Background: an optimization exercise with open tools, aiming at small area, a short achievable clock period and few clock cycles per item. Do not read the settings as production practice. In this exercise RTL edits were held to simulation tests only and were not proved equivalent to the original.

==> inputs of run a <==
==> flow/design.v <==
package mpjs_pkg;
  localparam int unsigned MaxJobsDef = 16;
  localparam int unsigned EntryW = 8 + 32 + 16 + 16 + 8 + 32 + 1;
  localparam logic [2:0] ModeFcfs = 3'd0;
  localparam logic [2:0] ModeNeed = 3'd1;
  localparam logic [2:0] ModeRem  = 3'd2;
  localparam logic [2:0] ModePrio = 3'd3;
  localparam logic [2:0] ModeRr   = 3'd4;
  localparam logic RegMode  = 1'b0;
  localparam logic RegSlice = 1'b1;
  localparam logic CmdAdd  = 1'b0;
  localparam logic CmdTick = 1'b1;
  localparam logic [2:0] StAdded = 3'd0;
  localparam logic [2:0] StFull  = 3'd1;
  localparam logic [2:0] StIdle  = 3'd2;
  localparam logic [2:0] StRan   = 3'd3;
  localparam logic [2:0] StDone  = 3'd4;
  typedef struct packed {
    logic [7:0]  tag;
    logic [31:0] arrival;
    logic [15:0] need;
    logic [15:0] remain;
    logic [7:0]  prio;
    logic [31:0] start;
    logic        started;
  } entry_t;
  typedef enum logic [2:0] {
    S_IDLE, S_SCAN, S_RUN, S_SHIFT, S_PUT, S_OUT
  } state_e;
endpackage
module mpjs_ram #(
  parameter int unsigned Width = 8,
  parameter int unsigned Depth = 16
) (
  input  logic                     clk_i,
  input  logic                     we_i,
  input  logic [$clog2(Depth)-1:0] waddr_i,
  input  logic [Width-1:0]         wdata_i,
  input  logic [$clog2(Depth)-1:0] raddr_i,
  output logic [Width-1:0]         rdata_o
);
  logic [Width-1:0] mem_q [Depth];
  always_ff @(posedge clk_i) begin
    if (we_i) begin
      mem_q[waddr_i] <= wdata_i;
    end
    rdata_o <= mem_q[raddr_i];
  end
endmodule
import mpjs_pkg::*;
module multi_policy_job_scheduler_core #(
  parameter int unsigned MaxJobs = mpjs_pkg::MaxJobsDef
) (
  input  logic         clk_i,
  input  logic         rst_ni,
  input  logic         cfg_we_i,
  input  logic         cfg_index_i,
  input  logic [7:0]   cfg_data_i,
  input  logic         s_axis_tvalid,
  output logic         s_axis_tready,
  input  logic         s_axis_tuser,
  input  logic [31:0]  s_axis_tdata,
  output logic         m_axis_tvalid,
  input  logic         m_axis_tready,
  output logic [2:0]   m_axis_tuser,
  output logic [167:0] m_axis_tdata
);
  localparam int N = 16;
  function automatic logic le16(input logic [15:0] a, input logic [15:0] b);
    logic [15:0] lt, eq;
    lt = ~a & b;
    eq = ~(a ^ b);
    for (int l = 1; l < 16; l = l * 2) begin
      for (int i = 0; i < 16; i = i + 2 * l) begin
        lt[i] = lt[i + l] | (eq[i + l] & lt[i]);
        eq[i] = eq[i + l] & eq[i];
      end
    end
    le16 = lt[0] | eq[0];
  endfunction
  function automatic logic [31:0] padd(input logic [31:0] a, input logic [31:0] b,
                                       input logic cin);
    logic [31:0] g, p, x;
    g = a & b;
    p = a ^ b;
    x = p;
    g[0] = g[0] | (p[0] & cin);
    for (int l = 0; l < 5; l++) begin
      for (int i = 0; i < 32; i++) begin
        if (((i >> l) & 1) == 1) begin
          g[i] = g[i] | (p[i] & g[((i >> l) << l) - 1]);
          p[i] = p[i] & p[((i >> l) << l) - 1];
        end
      end
    end
    padd = x ^ {g[30:0], cin};
  endfunction
  logic [N-1:0] v_q, sd_q;
  logic [3:0]   rank_q  [N];
  logic [N-1:0] bm_q    [N];    
  logic [7:0]   tag_q   [N];
  logic [31:0]  arr_q   [N];
  logic [15:0]  need_q  [N];
  logic [15:0]  rem_q   [N];
  logic [7:0]   prio_q  [N];
  logic [31:0]  st_q    [N];
  logic [N-1:0] w_q;
  logic [4:0]   len_q, ads_q;
  logic [3:0]   dst_q;                   
  logic [2:0]   mode_q;
  logic [7:0]   slice_q, used_q;
  logic         rb_q;                    
  logic         rbp_q;                   
  logic [3:0]   rbq_q;                   
  logic [15:0]  rbk_q;                   
  logic         out_v_q, o_tk_q;
  logic [2:0]   o_st_q;
  logic [7:0]   o_tag_q;
  logic [31:0]  o_tick_q, o_first_q, o_ta_q, o_wait_q, o_resp_q;
  logic [31:0] t_cur, arr_new;
  assign t_cur = o_tick_q + {31'd0, o_tk_q};
  assign arr_new = ~o_tick_q + {30'd0, !o_tk_q, o_tk_q};    
  assign s_axis_tready = !rb_q && (!out_v_q || m_axis_tready);
  assign m_axis_tvalid = out_v_q;
  logic acc, is_tick, full, empty, sorted, mode_we;
  assign acc     = s_axis_tvalid && s_axis_tready;
  assign is_tick = s_axis_tuser;
  assign full    = len_q[4];
  assign empty   = (len_q == 5'd0);
  assign sorted  = (mode_q == ModeNeed) || (mode_q == ModeRem) || (mode_q == ModePrio);
  assign mode_we = cfg_we_i && (cfg_index_i == RegMode);
  logic [15:0] key [N];
  always_comb begin
    for (int i = 0; i < N; i++) begin
      case (mode_q)
        ModeNeed: key[i] = need_q[i];
        ModeRem:  key[i] = rem_q[i];
        default:  key[i] = {8'd0, prio_q[i]};
      endcase
    end
  end
  logic [7:0]  w_tag, w_prio;
  logic [31:0] w_arr, w_st;
  logic [15:0] w_need, w_rem;
  logic [3:0]  w_rank;
  logic        w_sd, done;
  always_comb begin
    w_tag = '0; w_prio = '0; w_arr = '0; w_st = '0; w_need = '0; w_rem = '0;
    w_rank = '0; w_sd = 1'b0; done = 1'b0;
    for (int i = 0; i < N; i++) begin
      if (w_q[i]) begin
        w_tag  = w_tag  | tag_q[i];
        w_prio = w_prio | prio_q[i];
        w_arr  = w_arr  | arr_q[i];
        w_st   = w_st   | st_q[i];
        w_need = w_need | need_q[i];
        w_rem  = w_rem  | rem_q[i];
        w_rank = w_rank | rank_q[i];
        w_sd   = w_sd   | sd_q[i];
        done   = done   | (rem_q[i][15:1] == 15'd0);
      end
    end
  end
  logic [15:0] key_w;
  always_comb begin
    case (mode_q)
      ModeNeed: key_w = w_need;
      ModeRem:  key_w = w_rem;
      default:  key_w = {8'd0, w_prio};
    endcase
  end
  logic [N-1:0] f_oh;
  always_comb begin
    f_oh = '0;
    for (int i = N - 1; i >= 0; i--) begin
      if (!v_q[i]) f_oh = N'(1) << i;
    end
  end
  logic [7:0] eff_slice;
  assign eff_slice = (slice_q == 8'd0) ? 8'd1 : slice_q;
  logic slice_end, rq_move;
  assign slice_end = (mode_q == ModeRr) && (used_q + 8'd1 >= eff_slice);
  assign rq_move = slice_end && !done && (len_q >= 5'd2) && (dst_q != 4'd0);
  function automatic logic [3:0] dst_of(input logic [4:0] n, input logic [4:0] a);
    logic [4:0] m;
    m = n - 5'd1;
    dst_of = 4'((a > m) ? 5'd0 : m - a);
  endfunction
  logic ads_inc;
  assign ads_inc = (mode_q == ModeRr) && (used_q != 8'd0) && (ads_q < 5'd16);
  logic [3:0] dst_add, dst_keep0, dst_done;
  assign dst_add   = dst_of(len_q + 5'd1, ads_q + {4'd0, ads_inc});
  assign dst_keep0 = 4'(len_q - 5'd1);
  assign dst_done  = 4'(len_q - 5'd2);
  logic do_add, do_tick, do_idle;
  assign do_add  = acc && !is_tick && !full;
  assign do_tick = acc && is_tick && !empty;
  assign do_idle = acc && is_tick && empty;
  logic [N-1:0] rb_oh, ins_oh, ins_mask, beats;
  logic [15:0]  key_x;
  always_comb begin
    for (int i = 0; i < N; i++) rb_oh[i] = v_q[i] && (rank_q[i] == rbq_q);
    if (rb_q) key_x = rbk_q;
    else if (mode_q == ModePrio) key_x = {8'd0, s_axis_tdata[31:24]};
    else key_x = s_axis_tdata[23:8];
    ins_oh = rb_q ? rb_oh : f_oh;
    for (int i = 0; i < N; i++) begin
      ins_mask[i] = v_q[i] && (!rb_q || rank_q[i] < rbq_q);
      beats[i] = ins_mask[i] && le16(key[i], key_x);
    end
  end
  logic do_ins, rb_last;
  assign do_ins  = rb_q ? !rbp_q : (do_add && sorted);
  assign rb_last = empty || (!rbp_q && {1'b0, rbq_q} == len_q - 5'd1);
  logic [N-1:0] v_n;
  always_comb begin
    v_n = v_q;
    if (do_add) v_n = v_n | f_oh;
    if (do_tick && done) v_n = v_n & ~w_q;
  end
  logic [N-1:0] excl, r_oh, head_oh, second_oh, rbw_oh;
  logic [3:0]   rbw;
  assign rbw  = rbp_q ? 4'd1 : rbq_q + 4'd2;
  assign excl = rb_q ? rb_oh : w_q;
  always_comb begin
    for (int i = 0; i < N; i++) begin
      logic win;
      win = 1'b1;
      for (int j = 0; j < N; j++) begin
        if (j < i) win = win & (!v_q[j] || excl[j] || !bm_q[j][i]);
        if (j > i) win = win & (!v_q[j] || excl[j] || bm_q[i][j]);
      end
      r_oh[i]      = v_q[i] && !excl[i] && win;
      head_oh[i]   = v_q[i] && (rank_q[i] == 4'd0);
      second_oh[i] = v_q[i] && (rank_q[i] == 4'd1);
      rbw_oh[i]    = v_q[i] && (rank_q[i] == rbw);
    end
  end
  logic [N-1:0] w_d;
  always_comb begin
    w_d = w_q;
    if (mode_we) w_d = head_oh;
    else if (rb_q) w_d = !rb_last ? rbw_oh : empty ? '0 : (|beats) ? r_oh : rb_oh;
    else if (do_tick && (done || rq_move)) w_d = sorted ? r_oh : second_oh;
    else if (do_add && (empty || (sorted && !(|beats)))) w_d = f_oh;
  end
  always_ff @(posedge clk_i or negedge rst_ni) begin
    if (!rst_ni) begin
      v_q <= '0;
      w_q <= '0;
      len_q <= '0;
      ads_q <= '0;
      dst_q <= '0;
      used_q <= '0;
      mode_q <= ModeFcfs;
      slice_q <= 8'd4;
      rb_q <= 1'b0;
      rbq_q <= '0;
      rbp_q <= 1'b0;
      out_v_q <= 1'b0;
      o_tk_q <= 1'b0;
      o_tick_q <= '0;
    end else begin
      v_q <= v_n;
      w_q <= w_d;
      if (rb_q) begin
        rbp_q <= 1'b0;
        if (!rbp_q) rbq_q <= rbq_q + 4'd1;
        if (rb_last) rb_q <= 1'b0;
      end
      if (cfg_we_i) begin
        case (cfg_index_i)
          RegMode: begin
            mode_q <= cfg_data_i[2:0];
            rb_q <= (cfg_data_i[2:0] == ModeNeed) || (cfg_data_i[2:0] == ModeRem) ||
                    (cfg_data_i[2:0] == ModePrio);
            rbq_q <= '0;
            rbp_q <= 1'b1;
          end
          RegSlice: slice_q <= cfg_data_i;
          default: ;
        endcase
      end
      if (acc) begin
        out_v_q <= 1'b1;
        o_tk_q <= is_tick;
        o_tick_q <= t_cur;
      end else if (m_axis_tready) begin
        out_v_q <= 1'b0;
      end
      if (do_add) begin
        len_q <= len_q + 5'd1;
        if (ads_inc) ads_q <= ads_q + 5'd1;
        dst_q <= dst_add;
      end
      if (do_idle) begin
        used_q <= '0;
        ads_q <= '0;
      end
      if (do_tick) begin
        if (done) begin
          len_q <= len_q - 5'd1;
          used_q <= '0;
          ads_q <= '0;
          dst_q <= dst_done;
        end else if (slice_end || mode_q != ModeRr) begin
          used_q <= '0;
          ads_q <= '0;
          dst_q <= dst_keep0;
        end else begin
          used_q <= used_q + 8'd1;
        end
      end
    end
  end
  always_ff @(posedge clk_i) begin
    for (int i = 0; i < N; i++) begin
      if (do_add && f_oh[i]) begin
        tag_q[i]  <= s_axis_tdata[7:0];
        arr_q[i]  <= arr_new;
        need_q[i] <= s_axis_tdata[23:8];
        prio_q[i] <= s_axis_tdata[31:24];
      end
      if (do_add && f_oh[i]) begin
        rem_q[i] <= s_axis_tdata[23:8];
      end else if (do_tick && w_q[i]) begin
        rem_q[i] <= w_rem - 16'd1;
      end
      if (do_add && f_oh[i]) begin
        sd_q[i] <= 1'b0;
      end else if (do_tick && w_q[i]) begin
        sd_q[i] <= 1'b1;
      end
      if (do_tick && w_q[i] && !w_sd) begin
        st_q[i] <= t_cur;
      end
      if (do_add && f_oh[i]) begin
        rank_q[i] <= len_q[3:0];
      end else if (do_tick) begin
        if (done) begin
          if (rank_q[i] > w_rank) rank_q[i] <= rank_q[i] - 4'd1;
        end else if (rq_move) begin
          if (w_q[i]) rank_q[i] <= dst_q;
          else if (rank_q[i] != 4'd0 && rank_q[i] <= dst_q) rank_q[i] <= rank_q[i] - 4'd1;
        end
      end
      for (int j = 0; j < N; j++) begin
        if (j > i && do_ins && (ins_oh[i] || ins_oh[j]))
          bm_q[i][j] <= ins_oh[j] ? beats[i] : !beats[j];
      end
    end
    rbk_q <= key_w;
  end
  logic [31:0] ta_w, wait_w, resp_w, first_w, fsel, s1, c1, s2, c2;
  always_comb begin
    ta_w = padd(o_tick_q, w_arr, o_tk_q);
    s1 = o_tick_q ^ w_arr ^ {16'hffff, ~w_need};
    c1 = (o_tick_q & w_arr) | (o_tick_q & {16'hffff, ~w_need}) | (w_arr & {16'hffff, ~w_need});
    wait_w = padd(s1, {c1[30:0], 1'b1}, o_tk_q);
    fsel = w_sd ? w_st : o_tick_q;
    s2 = ~(fsel ^ w_arr);
    c2 = fsel | w_arr;
    resp_w = padd(s2, {c2[30:0], 1'b0}, !w_sd && o_tk_q);
    first_w = w_sd ? w_st : t_cur;
  end
  always_ff @(posedge clk_i) begin
    if (acc) begin
      o_ta_q   <= '0;
      o_wait_q <= '0;
      o_resp_q <= '0;
      if (!is_tick) begin
        o_st_q    <= full ? StFull : StAdded;
        o_tag_q   <= s_axis_tdata[7:0];
        o_first_q <= '0;
      end else if (empty) begin
        o_st_q    <= StIdle;
        o_tag_q   <= '0;
        o_first_q <= '0;
      end else begin
        o_st_q    <= done ? StDone : StRan;
        o_tag_q   <= w_tag;
        o_first_q <= first_w;
        if (done) begin
          o_ta_q   <= ta_w;
          o_wait_q <= wait_w;
          o_resp_q <= resp_w;
        end
      end
    end
  end
  assign m_axis_tuser = o_st_q;
  assign m_axis_tdata = {o_resp_q, o_wait_q, o_ta_q, o_first_q, o_tick_q, o_tag_q};
endmodule
==> flow/run.sh <==
#!/bin/bash
# synth_recipe.tcl (not shown) runs the flow's synth.tcl, then flattens the netlist and writes it again
# the make line also repeats each setting of config.mk as NAME=value (left out here)
make -C /OpenROAD-flow-scripts/flow DESIGN_CONFIG=/design/flow/config.mk WORK_HOME=/design/flow/orfs CLKGATE_MAP_FILE= SYNTH_SCRIPT=/design/flow/synth_recipe.tcl finish
==> flow/config.mk <==
export PLATFORM = sky130hd
export DESIGN_NAME = multi_policy_job_scheduler_core
export DESIGN_NICKNAME = multi_policy_job_scheduler_core
export VERILOG_FILES = /design/flow/design.v
export SDC_FILE = /design/flow/constraint.sdc
export NUM_CORES = 4
export LEC_CHECK = 0
export CAP_MARGIN = 20
export CORE_MARGIN = 2
export CORE_UTILIZATION = 50
export CTS_CLUSTER_SIZE = 24
export PLACE_DENSITY = 0.7
export SETUP_SLACK_MARGIN = 2.6
export SLEW_MARGIN = 20
==> flow/constraint.sdc <==
create_clock -name core_clock -period 7.0 [get_ports {clk_i}]
set_input_delay 1.4000 -clock core_clock [delete_from_list [all_inputs] [get_ports {clk_i}]]
set_output_delay 1.4000 -clock core_clock [all_outputs]
set_load 0.01 [all_outputs]
==> run b (differences from run a) <==
--- a/flow/design.v
+++ b/flow/design.v
@@ -67,33 +67,13 @@
 );
   localparam int N = 16;
   function automatic logic le16(input logic [15:0] a, input logic [15:0] b);
-    logic [15:0] lt, eq;
-    lt = ~a & b;
-    eq = ~(a ^ b);
-    for (int l = 1; l < 16; l = l * 2) begin
-      for (int i = 0; i < 16; i = i + 2 * l) begin
-        lt[i] = lt[i + l] | (eq[i + l] & lt[i]);
-        eq[i] = eq[i + l] & eq[i];
-      end
-    end
-    le16 = lt[0] | eq[0];
-  endfunction
-  function automatic logic [31:0] padd(input logic [31:0] a, input logic [31:0] b,
-                                       input logic cin);
-    logic [31:0] g, p, x;
-    g = a & b;
-    p = a ^ b;
-    x = p;
-    g[0] = g[0] | (p[0] & cin);
-    for (int l = 0; l < 5; l++) begin
-      for (int i = 0; i < 32; i++) begin
-        if (((i >> l) & 1) == 1) begin
-          g[i] = g[i] | (p[i] & g[((i >> l) << l) - 1]);
-          p[i] = p[i] & p[((i >> l) << l) - 1];
-        end
-      end
+    logic lt, eq;
+    lt = 1'b0; eq = 1'b1;
+    for (int k = 15; k >= 0; k--) begin
+      lt = lt | (eq & ~a[k] & b[k]);
+      eq = eq & ~(a[k] ^ b[k]);
     end
-    padd = x ^ {g[30:0], cin};
+    le16 = lt | eq;
   endfunction
   logic [N-1:0] v_q, sd_q;
   logic [3:0]   rank_q  [N];
@@ -117,9 +97,8 @@
   logic [2:0]   o_st_q;
   logic [7:0]   o_tag_q;
   logic [31:0]  o_tick_q, o_first_q, o_ta_q, o_wait_q, o_resp_q;
-  logic [31:0] t_cur, arr_new;
+  logic [31:0] t_cur;
   assign t_cur = o_tick_q + {31'd0, o_tk_q};
-  assign arr_new = ~o_tick_q + {30'd0, !o_tk_q, o_tk_q};    
   assign s_axis_tready = !rb_q && (!out_v_q || m_axis_tready);
   assign m_axis_tvalid = out_v_q;
   logic acc, is_tick, full, empty, sorted, mode_we;
@@ -255,8 +234,8 @@
       mode_q <= ModeFcfs;
       slice_q <= 8'd4;
       rb_q <= 1'b0;
-      rbq_q <= '0;
       rbp_q <= 1'b0;
+      rbq_q <= '0;
       out_v_q <= 1'b0;
       o_tk_q <= 1'b0;
       o_tick_q <= '0;
@@ -317,7 +296,7 @@
     for (int i = 0; i < N; i++) begin
       if (do_add && f_oh[i]) begin
         tag_q[i]  <= s_axis_tdata[7:0];
-        arr_q[i]  <= arr_new;
+        arr_q[i]  <= t_cur;
         need_q[i] <= s_axis_tdata[23:8];
         prio_q[i] <= s_axis_tdata[31:24];
       end
@@ -349,20 +328,12 @@
           bm_q[i][j] <= ins_oh[j] ? beats[i] : !beats[j];
       end
     end
-    rbk_q <= key_w;
-  end
-  logic [31:0] ta_w, wait_w, resp_w, first_w, fsel, s1, c1, s2, c2;
-  always_comb begin
-    ta_w = padd(o_tick_q, w_arr, o_tk_q);
-    s1 = o_tick_q ^ w_arr ^ {16'hffff, ~w_need};
-    c1 = (o_tick_q & w_arr) | (o_tick_q & {16'hffff, ~w_need}) | (w_arr & {16'hffff, ~w_need});
-    wait_w = padd(s1, {c1[30:0], 1'b1}, o_tk_q);
-    fsel = w_sd ? w_st : o_tick_q;
-    s2 = ~(fsel ^ w_arr);
-    c2 = fsel | w_arr;
-    resp_w = padd(s2, {c2[30:0], 1'b0}, !w_sd && o_tk_q);
-    first_w = w_sd ? w_st : t_cur;
+    if (rb_q) rbk_q <= key_w;
   end
+  logic [31:0] ta_w, wait_w, first_w;
+  assign ta_w    = o_tick_q + ~w_arr + {30'd0, 1'b1, o_tk_q};
+  assign wait_w  = o_tick_q + ~w_arr + {16'hffff, ~w_need} + {30'd0, 1'b1, o_tk_q} + 32'd1;
+  assign first_w = w_sd ? w_st : t_cur;
   always_ff @(posedge clk_i) begin
     if (acc) begin
       o_ta_q   <= '0;
@@ -383,7 +354,7 @@
         if (done) begin
           o_ta_q   <= ta_w;
           o_wait_q <= wait_w;
-          o_resp_q <= resp_w;
+          o_resp_q <= first_w - w_arr;
         end
       end
     end
--- a/flow/config.mk
+++ b/flow/config.mk
@@ -7,8 +7,6 @@
 export LEC_CHECK = 0
 export CAP_MARGIN = 20
 export CORE_MARGIN = 2
-export CORE_UTILIZATION = 50
-export CTS_CLUSTER_SIZE = 24
-export PLACE_DENSITY = 0.7
-export SETUP_SLACK_MARGIN = 2.6
+export CORE_UTILIZATION = 55
+export PLACE_DENSITY = 0.75
 export SLEW_MARGIN = 20
==> qor.yml <==
final_area_um2: 127800
netlist.area_leader.share_pct: 56.68
dp_cells: 12131
synthMuxAreaShare_pct: 0.5796
combPwrFrac_pct: 45.2
outcome: "no timing/DRC/antenna violations"
layout_common_cells: "edfxtp_1 (2131), nand2_1 (749), o21ai_0 (637)"
total_power_mw: 54.32
clk_share_pct: 5.962
wl_met3_um: 86730
(the above is from run b)
==> qor.yml <==
synthMuxAreaShare_pct: 0.4202
layout_common_cells: "edfxtp_1 (2115), a22oi_1 (675), nand2_1 (672)"
wl_met3_um: 76200
outcome: "no timing/DRC/antenna violations"
netlist.area_leader.share_pct: 56.73
clk_share_pct: 5.800
combPwrFrac_pct: 42.7
dp_cells: 12057
(the above is from run a)
Testbench counts of run a, summed over its fixed seeds: cycles 6,426, beats 6,000.
Testbench counts of run b, summed over its fixed seeds: cycles 6,426, beats 6,000.

-- afterwards: timing with drivers on the ports --
The results above use ideal ports. As a check the final layouts listed here were re-extracted and re-timed, cells and wires unchanged. Step 1 assumes that a clkbuf_16 drives the clock port and a buf_2 every other input. Step 2 times the ports against the registers' clock, not the clock port: input delays grow and output delays shrink by t, the midpoint of the rising clock arrivals with the driver on. Three values: ideal, step 1, step 2; two values: the first two.
run | t, ns | setup slack, ns | latest minus earliest clock arrival (ns) | worst data-port slew with drivers (ns) | pins driven straight from the clock port
run a | 1.011 | 1.868 / 1.868 / 1.129 | 0.125 / 0.124 | 0.18 | 1
run b | 1.024 | 0.210 / 0.210 / 0.210 | 0.094 / 0.094 | 0.26 | 1
After both steps every run listed still meets setup and hold. For run a, which loses most, drivers alone change the setup slack by 0.000 ns; drivers and shift together by -0.739 ns.
